What follows belongs to an exercise in optimizing a design on an open flow for small area; a production flow would make more cautious choices.
At most, simulation tests tie the RTL to the original design; equivalence was not proved.
Power and IR drop assume default switching activity.

==> flow/design.v <==
package spiMemoryPkg;
    typedef logic [7:0] dataByte_t;
    typedef struct packed {
        logic [7-1:0] address;   
        logic                         readNotWrite;  
    } commandByte_t;
    typedef union packed {
        commandByte_t command;
        dataByte_t    data;
    } shiftWord_t;
    typedef enum logic [2:0] {
        idle, getCommand, decide, readLoad,
        readShift, writeReceive, writeStore, finish
    } controlState_t;
endpackage
`timescale 1ns/1ps
module inputConditioner (
    input  logic trigger,
    input  logic reset,
    input  logic resetValue,    
    input  logic pin,           
    output logic conditioned,   
    output logic risingEdge,    
    output logic fallingEdge    
);
    logic syncFirst;    
    logic syncSecond;   
    logic [1:0] counter;   
    always_ff @(posedge trigger) begin
        if (reset) begin
            syncFirst   <= resetValue;
            syncSecond  <= resetValue;
            conditioned <= resetValue;
            counter     <= 2'd0;
        end else begin
            syncFirst   <= pin;
            syncSecond  <= syncFirst;
            if (syncSecond == conditioned) begin
                counter <= 2'd0;   
            end else if (counter == 2'd2) begin
                conditioned <= syncSecond;   
                counter     <= 2'd3;
            end else begin
                counter <= (counter == 2'd3) ? 2'd1 : counter + 1'b1;
            end
        end
    end
    assign risingEdge  = (counter == 2'd3) &&  conditioned;
    assign fallingEdge = (counter == 2'd3) && !conditioned;
endmodule
`timescale 1ns/1ps
module spiControl (
    input  logic       trigger,
    input  logic       reset,
    input  logic       sclkRising,        
    input  logic       sclkFalling,
    input  logic       chipSelectLow,     
    input  logic       chipSelectRising,  
    input  logic       readNotWrite,      
    output logic       memWrite,
    output logic       inCommand,
    output logic       inReadShift,
    output logic [2:0] bitCount,          
    output logic       misoEnable         
);
    spiMemoryPkg::controlState_t state;
    spiMemoryPkg::controlState_t nextState;
    logic          lastBit;
    logic          shiftEnable;
    assign lastBit = (bitCount == 3'd7);
    always_comb begin
        nextState = state;
        if (chipSelectRising) begin
            nextState = spiMemoryPkg::idle;   
        end else begin
            case (state)
                spiMemoryPkg::idle:         if (chipSelectLow) nextState = spiMemoryPkg::getCommand;
                spiMemoryPkg::getCommand:   if (sclkRising && lastBit) nextState = spiMemoryPkg::decide;
                spiMemoryPkg::decide: begin
                    if (readNotWrite) begin
                        nextState = spiMemoryPkg::readLoad;
                    end else begin
                        nextState = spiMemoryPkg::writeReceive;
                    end
                end
                spiMemoryPkg::readLoad:     nextState = spiMemoryPkg::readShift;
                spiMemoryPkg::readShift:    if (sclkRising && lastBit) nextState = spiMemoryPkg::finish;
                spiMemoryPkg::writeReceive: if (sclkRising && lastBit) nextState = spiMemoryPkg::writeStore;
                spiMemoryPkg::writeStore:   nextState = spiMemoryPkg::finish;
                spiMemoryPkg::finish:       if (!chipSelectLow) nextState = spiMemoryPkg::idle;
                default:      nextState = spiMemoryPkg::idle;
            endcase
        end
    end
    assign inCommand   = (state == spiMemoryPkg::getCommand);
    assign inReadShift = (state == spiMemoryPkg::readShift);
    assign shiftEnable = sclkRising && (inCommand || inReadShift ||
                                        (state == spiMemoryPkg::writeReceive));
    assign memWrite    = (state == spiMemoryPkg::writeStore) && !chipSelectRising;
    always_ff @(posedge trigger) begin
        if (reset) begin
            state      <= spiMemoryPkg::idle;
            bitCount   <= '0;
            misoEnable <= 1'b0;
        end else begin
            state <= nextState;
            if (nextState == spiMemoryPkg::idle) begin
                bitCount <= '0;   
            end else if (shiftEnable) begin
                bitCount <= bitCount + 1'b1;   
            end
            misoEnable <= (nextState == spiMemoryPkg::readShift) && (misoEnable || sclkFalling);
        end
    end
endmodule
module spiMemory (
    input  logic trigger,
    input  logic reset,
    input  logic sclk,         
    input  logic chipSelect,   
    input  logic mosi,
    output logic miso,
    output logic misoEnable
);
    localparam int RING = 32;    
    logic sclkRising, sclkFalling;
    logic chipSelectLevel, chipSelectRising;
    logic mosiLevel;
    inputConditioner sclkCond_i (
        .trigger(trigger), .reset(reset), .resetValue(1'b0), .pin(sclk),
        .conditioned(), .risingEdge(sclkRising), .fallingEdge(sclkFalling)
    );
    inputConditioner chipSelectCond_i (
        .trigger(trigger), .reset(reset), .resetValue(1'b1), .pin(chipSelect),
        .conditioned(chipSelectLevel), .risingEdge(chipSelectRising), .fallingEdge()
    );
    inputConditioner mosiCond_i (
        .trigger(trigger), .reset(reset), .resetValue(1'b0), .pin(mosi),
        .conditioned(mosiLevel), .risingEdge(), .fallingEdge()
    );
    logic       inCommand, inReadShift, memWrite, addressLatch;
    logic [2:0] bitCount;
    spiControl control_i (
        .trigger(trigger), .reset(reset), .sclkRising(sclkRising),
        .sclkFalling(sclkFalling), .chipSelectLow(!chipSelectLevel),
        .chipSelectRising(chipSelectRising), .readNotWrite(shiftWord[0]),
        .memWrite(memWrite), .inCommand(inCommand), .inReadShift(inReadShift),
        .bitCount(bitCount), .misoEnable(misoEnable)
    );
    logic [7:0] shiftWord;
    always_ff @(posedge trigger) begin
        if (sclkRising) shiftWord <= {shiftWord[6:0], mosiLevel};
    end
    logic [6:0] address;
    assign addressLatch = inCommand && sclkRising && (bitCount == 3'd6);
    always_ff @(posedge trigger) begin
        if (addressLatch) address <= {shiftWord[5:0], mosiLevel};
    end
    logic [4:0] phase;
    always_ff @(posedge trigger) begin
        if (reset) phase <= '0;
        else       phase <= phase + 1'b1;
    end
    logic writing, clearing, busy;
    always_ff @(posedge trigger) begin
        if (reset) begin
            writing  <= 1'b0;
            clearing <= 1'b1;
        end else begin
            if (memWrite)          writing <= 1'b1;
            else if (addressLatch) writing <= 1'b0;
            if (addressLatch)      clearing <= 1'b0;
        end
    end
    assign busy = writing || clearing;
    logic       hit8, hit16, hit32;
    logic [1:0] octet;   
    assign hit8  = (phase[2:0] == ~address[2:0]);
    assign hit16 = hit8  && (phase[3] == ~address[3]);
    assign hit32 = hit16 && (phase[4] == ~address[4]);
    assign octet = address[4:3] + phase[4:3];
    logic [1023:0] mem;
    logic [3:0]    insert;   
    for (genvar r = 0; r < 4; r++) begin : g_insert
        assign insert[r] = clearing || (writing && hit32 && (address[6:5] == r));
    end
    for (genvar b = 0; b < 8; b++) begin : g_plane
        for (genvar r = 0; r < 4; r++) begin : g_ring
            localparam int BASE = (b*4 + r) * RING;
            always_ff @(posedge trigger) begin
                mem[BASE] <= insert[r] ? dataByte[b] : mem[BASE + RING - 1];
                for (int p = 1; p < RING; p++) mem[BASE + p] <= mem[BASE + p - 1];
            end
        end
    end
    logic [7:0] tapBit;
    logic [7:0] capture;
    for (genvar b = 0; b < 8; b++) begin : g_tap
        localparam int PLANE = b * 4 * RING;
        logic [15:0] taps;
        for (genvar r = 0; r < 4; r++) begin : g_r
            for (genvar m = 0; m < 4; m++) begin : g_m
                assign taps[r*4 + m] = mem[PLANE + r*RING + m*8 + 7];
            end
        end
        if (b >= 6) begin : g_t8
            assign tapBit[b]  = taps[{address[6:5], octet}];
            assign capture[b] = hit8;
        end else if (b >= 4) begin : g_t16
            assign tapBit[b]  = taps[{address[6:5], octet[1], 1'b1}];
            assign capture[b] = hit16;
        end else begin : g_t32
            assign tapBit[b]  = taps[{address[6:5], 2'b11}];
            assign capture[b] = hit32;
        end
    end
    logic [7:0] dataByte;
    always_ff @(posedge trigger) begin
        if (reset) begin
            dataByte <= '0;
        end else if (memWrite) begin
            dataByte <= shiftWord;
        end else if (!busy) begin
            for (int b = 0; b < 8; b++) begin
                if (capture[b]) dataByte[b] <= tapBit[b];
            end
        end
    end
    always_ff @(posedge trigger) begin
        if (reset) begin
            miso <= 1'b0;
        end else if (inReadShift && sclkFalling) begin
            miso <= dataByte[~bitCount];
        end
    end
endmodule
export LEC_CHECK = 0
export CAP_MARGIN = 20
export CORE_MARGIN = 2
export CORE_UTILIZATION = 60
export SLEW_MARGIN = 20
create_clock -name core_clock -period 10.0 [get_ports {trigger}]
standard.sh (not shown) runs the stock make flow with config.mk's settings and CLKGATE_MAP_FILE= SYNTH_SCRIPT=/design/flow/synth_recipe.tcl, a recipe that flattens the netlist after the stock synthesis.
==> flow/flow/run.sh <==
#!/bin/bash
# Standard layout, with clock tree synthesis arguments of our own:
# clkbuf_8 leaf clusters and no dummy loads.
set -euo pipefail
export CTS_ARGS="-sink_clustering_enable -repair_clock_nets -dont_use_dummy_load -sink_clustering_size 20 -sink_clustering_max_diameter 50 -buf_list sky130_fd_sc_hd__clkbuf_8"
bash standard.sh > standard.log 2>&1
Then changed:
--- a/flow/design.v
+++ b/flow/design.v
@@ -159,22 +159,23 @@
     logic [4:0] phase;
     always_ff @(posedge trigger) begin
         if (reset) phase <= '0;
         else       phase <= phase + 1'b1;
     end
-    logic writing, clearing, busy;
+    logic writing, clearing;
+    logic [7:0] writeData;
     always_ff @(posedge trigger) begin
         if (reset) begin
             writing  <= 1'b0;
             clearing <= 1'b1;
         end else begin
             if (memWrite)          writing <= 1'b1;
             else if (addressLatch) writing <= 1'b0;
             if (addressLatch)      clearing <= 1'b0;
         end
-    end
-    assign busy = writing || clearing;
+        if (memWrite) writeData <= shiftWord;
+    end
     logic       hit8, hit16, hit32;
     logic [1:0] octet;   
     assign hit8  = (phase[2:0] == ~address[2:0]);
     assign hit16 = hit8  && (phase[3] == ~address[3]);
     assign hit32 = hit16 && (phase[4] == ~address[4]);
@@ -186,11 +187,11 @@
     end
     for (genvar b = 0; b < 8; b++) begin : g_plane
         for (genvar r = 0; r < 4; r++) begin : g_ring
             localparam int BASE = (b*4 + r) * RING;
             always_ff @(posedge trigger) begin
-                mem[BASE] <= insert[r] ? dataByte[b] : mem[BASE + RING - 1];
+                mem[BASE] <= insert[r] ? (writeData[b] && !clearing) : mem[BASE + RING - 1];
                 for (int p = 1; p < RING; p++) mem[BASE + p] <= mem[BASE + p - 1];
             end
         end
     end
     logic [7:0] tapBit;
@@ -212,25 +213,19 @@
         end else begin : g_t32
             assign tapBit[b]  = taps[{address[6:5], 2'b11}];
             assign capture[b] = hit32;
         end
     end
-    logic [7:0] dataByte;
-    always_ff @(posedge trigger) begin
-        if (reset) begin
-            dataByte <= '0;
-        end else if (memWrite) begin
-            dataByte <= shiftWord;
-        end else if (!busy) begin
-            for (int b = 0; b < 8; b++) begin
-                if (capture[b]) dataByte[b] <= tapBit[b];
-            end
+    logic [7:0] readByte;
+    always_ff @(posedge trigger) begin
+        for (int b = 0; b < 8; b++) begin
+            if (capture[b]) readByte[b] <= tapBit[b];
         end
     end
     always_ff @(posedge trigger) begin
         if (reset) begin
             miso <= 1'b0;
         end else if (inReadShift && sclkFalling) begin
-            miso <= dataByte[~bitCount];
+            miso <= readByte[~bitCount];
         end
     end
 endmodule
=> The changed run passed the timing, DRC and antenna checks; register-to-register slack degrades by 0.46 ns; clock-buffer cell count climbs by 1; clock skew hardly moves; total power climbs slightly; die area climbs by a few percent; non-clock buffer count drops by 2; routed wire length climbs by a few percent; maximum frequency climbs by a few percent; worst setup slack improves by 0.10 ns.
Only the layout flow was run in the second run of this note; the RTL was not checked for function there.

-- afterwards: timing with drivers on the ports --
In the flow no input, the clock included, has a driving cell. The finished layouts below were timed again as built, in two steps. Step 1, drivers: a clkbuf_16 drives trigger and a buf_2 each remaining input, both assumed. Step 2 times the ports against the registers' clock, not the clock port: input delays grow and output delays shrink by t, the midpoint of the rising clock arrivals with the driver on. a / b / c = ideal / step 1 / step 2; a / b = the first two.
run | t, ns | slack for setup (ns) | worst slew at a driven data input, ns
the first run | 0.659 | 6.421 / 6.370 / 6.397 | 0.03
the second run | 0.661 | 6.524 / 6.472 / 6.181 | 0.03
After both steps setup and hold are still met in every run listed. For the second run, which loses most, drivers alone change the setup slack by -0.052 ns; drivers and shift together by -0.343 ns.
